This is an optimization exercise on Yosys and OpenROAD, whose aim is small area and a short achievable clock period, not a production implementation.
Only simulation tests tie the RTL to the original design; equivalence was not proved.

Setup of cedar:
==> flow/design.v (excerpt) <==
module timing_recovery_top (
  input  logic               clk,
  input  logic               reset_n,
  input  logic [31:0]        sample_i,     
  output logic [31:0]        sym_o,        
  output logic               sym_valid_o,
  output logic [18:0]        err_o,        
  output logic signed [11:0] ctrl_o
);
For scale: roughly 2200 cells after synthesis, roughly 98 I/O pins, ~24000 um2 of cells after synthesis.
export LEC_CHECK = 0
export CAP_MARGIN = 20
export CORE_MARGIN = 2
export CORE_UTILIZATION = 40
export SLEW_MARGIN = 20
create_clock -name core_clock -period 12.0 [get_ports {clk}]
standard.sh (not shown) runs the stock make flow with config.mk's settings and CLKGATE_MAP_FILE= SYNTH_SCRIPT=/design/flow/synth_recipe.tcl, a recipe that flattens the netlist after the stock synthesis.
==> flow/flow/run.sh <==
#!/bin/bash
set -euo pipefail
bash standard.sh SETUP_SLACK_MARGIN=6.4 finish > standard_flow.log 2>&1
cedar: flow completed, timing, DRC and antenna clean
Changes in quartz relative to cedar:
==> flow/flow/run.sh <==
#!/bin/bash
# The standard layout (the standard.sh) with these make settings: SETUP_SLACK_MARGIN=9
# (ADDER_MAP_FILE empty leaves adders to ABC instead of full/half-adder cells;
# registers are mapped as in the standard synthesis. SETUP_SLACK_MARGIN makes the
# timing repair aim for that much setup slack.)
set -euo pipefail
bash standard.sh SETUP_SLACK_MARGIN=9 finish > standard_flow.log 2>&1
==> comparison <==
- Minimum hold slack (quartz over cedar): increase, 0.025 ns
- Summary of quartz over cedar: number of buffers inserted to repair setup after CTS went up; overall routing resource usage went up; synthesis-to-layout area growth went up.
- quartz vs. cedar: sequential share of layout area decreased 2.6 points, non-clock buffer count increased about 70%, via count increased about 4.4%.

---

== job 101 ==
Another version of the RTL of timing_recovery_top (not shown whole).
Size: ~2100 cells after synthesis, ~430 flip-flops.
Design timing_recovery_top, start of the top module:
module timing_recovery_top (
  input  logic               clk,
  input  logic               reset_n,
  input  logic [31:0]        sample_i,     
  output logic [31:0]        sym_o,        
  output logic               sym_valid_o,
  output logic [18:0]        err_o,        
  output logic signed [11:0] ctrl_o
);
clock: 12.0 ns
lec_check: 0
abc_clock_period_in_ps: 4000
cap_margin: 20
core_margin: 2
core_utilization: 40
setup_slack_margin: 5
slew_margin: 20
run.sh (not shown) runs the stock make flow with config.mk's settings and CLKGATE_MAP_FILE= SYNTH_SCRIPT=/design/flow/synth_recipe.tcl, a recipe that flattens the netlist after the stock synthesis.
Stock flow here: none of the scripts above is used.
The inputs of job 102 differ from those of job 101 as listed below.
# job 101
export LEC_CHECK = 0
export ABC_CLOCK_PERIOD_IN_PS = 4000
export CAP_MARGIN = 20
export CORE_MARGIN = 2
export CORE_UTILIZATION = 40
export SETUP_SLACK_MARGIN = 5
export SLEW_MARGIN = 20
create_clock -name core_clock -period 12.0 [get_ports {clk}]
# job 102
export LEC_CHECK = 0
export CAP_MARGIN = 20
export CORE_MARGIN = 2
export CORE_UTILIZATION = 40
export SLEW_MARGIN = 20
create_clock -name core_clock -period 12.0 [get_ports {clk}]
The average routed wire per standard cell in job 101 is 1.07 times that in job 102.
Job 102 finished all stages; the layout is clean.
Non-clock buffer area fraction after layout (higher): job 101
Compared with job 101, in job 102 detailed-route wire length on metal 1 lower, number of gates given a new drive strength after cts lower, slew of the pin with the lowest slew margin lower, via count lower.
NOTE: number of cells on the critical path in job 102 falls short of that of job 101
Compared with job 101, in job 102 finished layout cell area down 7.2%, met3 wirelength from detailed routing down about 22%, first-pass GRT wire length down 7.4%.

---

## violet
timing_recovery_top, a different RTL version from the one above (not shown whole).
Size in the first run: about 98 I/O pins, ~23000 um2 of cells after synthesis.
## timing_recovery_top
module timing_recovery_top (
  input  logic               clk,
  input  logic               reset_n,
  input  logic [31:0]        sample_i,     
  output logic [31:0]        sym_o,        
  output logic               sym_valid_o,
  output logic [18:0]        err_o,        
  output logic signed [11:0] ctrl_o
);
Settings: LEC_CHECK=0, CAP_MARGIN=20, CORE_MARGIN=2, CORE_UTILIZATION=40, SLEW_MARGIN=20; clock period 12.0 ns.
standard.sh (not shown) runs the stock make flow with config.mk's settings and CLKGATE_MAP_FILE= SYNTH_SCRIPT=/design/flow/synth_recipe.tcl, a recipe that flattens the netlist after the stock synthesis.
==> flow/flow/run.sh <==
#!/bin/bash
# The standard layout (the standard.sh, unchanged synthesis and steps) with
# two make settings: the timing repair steps aim for 6 ns of setup slack
# (SETUP_SLACK_MARGIN=6), and every input and output port still gets its own
# buffer, but a buf_1 rather than the default delay buffer (BUFFER_PORTS_ARGS);
# the repair steps resize the ones on critical paths. The make output goes to
# standard_flow.log; each ORFS step also keeps its own log under orfs/logs.
set -euo pipefail
bash standard.sh SETUP_SLACK_MARGIN=6 "BUFFER_PORTS_ARGS=-buffer_cell sky130_fd_sc_hd__buf_1" finish > standard_flow.log 2>&1
violet has completed all stages; timing, DRC and antenna checks passed.
### violet -> pepper
Settings: an added CTS_CLUSTER_DIAMETER of 100; an added CTS_CLUSTER_SIZE of 25; an added PLACE_DENSITY of 0.75.
==> flow/flow/run.sh <==
#!/bin/bash
# The standard layout (the standard.sh, unchanged synthesis and steps) with
# two make settings: the timing repair steps aim for 6.4 ns of setup slack
# (SETUP_SLACK_MARGIN=6.4), and every input and output port still gets its own
# buffer, but a buf_1 rather than the default delay buffer (BUFFER_PORTS_ARGS);
# the repair steps resize the ones on critical paths. The make output goes to
# standard_flow.log; each ORFS step also keeps its own log under orfs/logs.
set -euo pipefail
bash standard.sh SETUP_SLACK_MARGIN=6.4 "BUFFER_PORTS_ARGS=-buffer_cell sky130_fd_sc_hd__buf_1" finish > standard_flow.log 2>&1
Findings:
- violet → pepper: met3 global-route usage fell 0.94 points.
- Number of cell instances on the worst register-to-register path delta for pepper relative to violet: 2 higher
- pepper ended with more setup slack than violet.
- Relative to violet, part of the cycle the worst path needs has gone down in pepper.
- pepper ended with less maximum fanout count along the critical path than violet.
The inputs of xenon differ from those of pepper as listed below.
Settings: PLACE_DENSITY: 0.75 -> unset.
Findings:
The lower synthesis-to-finish area growth came out of xenon.
[xenon] total detailed-routing wirelength fell 3.1% relative to pepper
Run comparison: pepper startpoint of the most critical setup path sample_i[24]; xenon startpoint of the most critical setup path sample_i[19]
Diff pepper -> xenon | number of buffers added by the clock tree synthesis step | increase of 4.8%
--- input diff xenon..lagoon ---
==> flow/flow/run.sh <==
#!/bin/bash
# The standard layout (the standard.sh, unchanged synthesis and steps) with
# two make settings: the timing repair steps aim for 6 ns of setup slack
# (SETUP_SLACK_MARGIN=6), and every input and output port still gets its own
# buffer, but a buf_1 rather than the default delay buffer (BUFFER_PORTS_ARGS);
# the repair steps resize the ones on critical paths. The make output goes to
# standard_flow.log; each ORFS step also keeps its own log under orfs/logs.
set -euo pipefail
bash standard.sh SETUP_SLACK_MARGIN=6 "BUFFER_PORTS_ARGS=-buffer_cell sky130_fd_sc_hd__buf_1" finish > standard_flow.log 2>&1
--- outcome ---
Routing usage on met3: lagoon vs xenon, no meaningful difference. In lagoon, fraction of area in registers is higher than in xenon. First-iteration DRC count came out higher on lagoon than on xenon. Status: met2 track demand over resource in global routing parity (lagoon, xenon).

---

timing_recovery_top, a different RTL version from the one above (not shown whole).
Size: ~2300 cells after synthesis, ~430 flip-flops, about 98 I/O pins, roughly 24000 um^2 of cells after synthesis.
export LEC_CHECK = 0
export CAP_MARGIN = 20
export CORE_MARGIN = 2
export CORE_UTILIZATION = 40
export CTS_CLUSTER_DIAMETER = 100
export CTS_CLUSTER_SIZE = 25
export SLEW_MARGIN = 20
create_clock -name core_clock -period 12.0 [get_ports {clk}]
==> flow/flow/run.sh <==
#!/bin/bash
# The standard layout (the standard.sh, unchanged synthesis and steps) with
# two make settings: the timing repair steps aim for 6.8 ns of setup slack
# (SETUP_SLACK_MARGIN=6.8), and every input and output port still gets its own
# buffer, but a buf_1 rather than the default delay buffer (BUFFER_PORTS_ARGS);
# the repair steps resize the ones on critical paths. The make output goes to
# standard_flow.log; each ORFS step also keeps its own log under orfs/logs.
set -euo pipefail
bash standard.sh SETUP_SLACK_MARGIN=6.8 "BUFFER_PORTS_ARGS=-buffer_cell sky130_fd_sc_hd__buf_1" finish > standard_flow.log 2>&1
The starting point ran to the end with no violations.
Edit:
==> flow/flow/run.sh (replaced) <==
#!/bin/bash
# The standard layout (the standard.sh, unchanged synthesis and steps) with
# two make settings: the timing repair steps aim for 6.6 ns of setup slack
# (SETUP_SLACK_MARGIN=6.6), and every input and output port still gets its own
# buffer, but a buf_1 rather than the default delay buffer (BUFFER_PORTS_ARGS);
# the repair steps resize the ones on critical paths. The make output goes to
# standard_flow.log; each ORFS step also keeps its own log under orfs/logs.
set -euo pipefail
bash standard.sh SETUP_SLACK_MARGIN=6.6 "BUFFER_PORTS_ARGS=-buffer_cell sky130_fd_sc_hd__buf_1" finish > standard_flow.log 2>&1
CORE_UTILIZATION = 50   (was 40)
Outcome: Final cell count is lower by 6.3%. Routed wire length is lower by 3.0%. Non-clock buffer count is lower by 36. Design area is lower by 4.7%. First-iteration DRC count is higher by 45%. Setup slack degrades by 0.023 ns. Count of clock-buffer cells in the layout is lower by 3. Area after synthesis does not change. Hold slack degrades by 0.0078 ns.
Edit:
CORE_UTILIZATION = 40   (was 50)
GPL_ROUTABILITY_DRIVEN = 0   (was default)
After rerunning: Routed wire length decreases by 0.35%; count of clock-buffer cells in the layout increases by 3; sequential share of layout area decreases by 0.52 points; final cell count increases by about 5.3%; area after synthesis does not change; setup slack barely changes; first-iteration DRC count decreases by about 24%; register-to-register slack gets better by 0.03 ns.

[separate check: timing with driven ports]
The flow's constraints put no driver on any port. The routed layouts listed below were extracted and timed again, unchanged, in two steps.
Step 1 (the two cells are an assumption about what drives the block):
set clk [get_ports {clk}]
set_driving_cell -lib_cell sky130_fd_sc_hd__clkbuf_16 $clk
set_driving_cell -lib_cell sky130_fd_sc_hd__buf_2 [delete_from_list [all_inputs] $clk]
Step 2 also shifts input and output timing later by t, the mid clock arrival at the registers, as if the neighbouring blocks saw the same clock.
Slacks: ideal ports / drivers / drivers and shift; pairs: ideal ports / drivers.
run | shift t [ns] | setup slack, ns | worst hold slack (ns) | clock arrival spread, ns
cedar | 0.641 | 6.320 / 6.348 / 5.710 | 0.288 / 0.288 / 0.288 | 0.041 / 0.041
quartz | 0.633 | 6.312 / 6.329 / 5.696 | 0.313 / 0.313 / 0.313 | 0.026 / 0.025
job 101 | 0.624 | 3.349 / 3.353 / 2.729 | 0.308 / 0.308 / 0.308 | 0.028 / 0.028
job 102 | 0.625 | 1.381 / 1.420 / 0.795 | 0.318 / 0.318 / 0.318 | 0.020 / 0.020
violet | 0.633 | 6.106 / 6.128 / 5.509 | 0.324 / 0.324 / 0.324 | 0.021 / 0.021
pepper | 0.600 | 6.272 / 6.296 / 5.696 | 0.326 / 0.326 / 0.326 | 0.020 / 0.020
xenon | 0.633 | 6.349 / 6.379 / 5.746 | 0.297 / 0.297 / 0.297 | 0.042 / 0.042
lagoon | 0.632 | 6.101 / 6.124 / 5.509 | 0.327 / 0.327 / 0.327 | 0.022 / 0.022
the first run of note 4 | 0.629 | 6.532 / 6.488 / 6.309 | 0.325 / 0.325 / 0.325 | 0.017 / 0.016
the second run of note 4 | 0.602 | 6.509 / 6.454 / 6.122 | 0.317 / 0.317 / 0.317 | 0.034 / 0.034
the third run of note 4 | 0.643 | 6.509 / 6.451 / 6.094 | 0.321 / 0.321 / 0.321 | 0.035 / 0.035
After both steps every run listed still meets setup and hold. For job 101, which loses most, drivers alone change the setup slack by +0.004 ns; drivers and shift together by -0.620 ns.
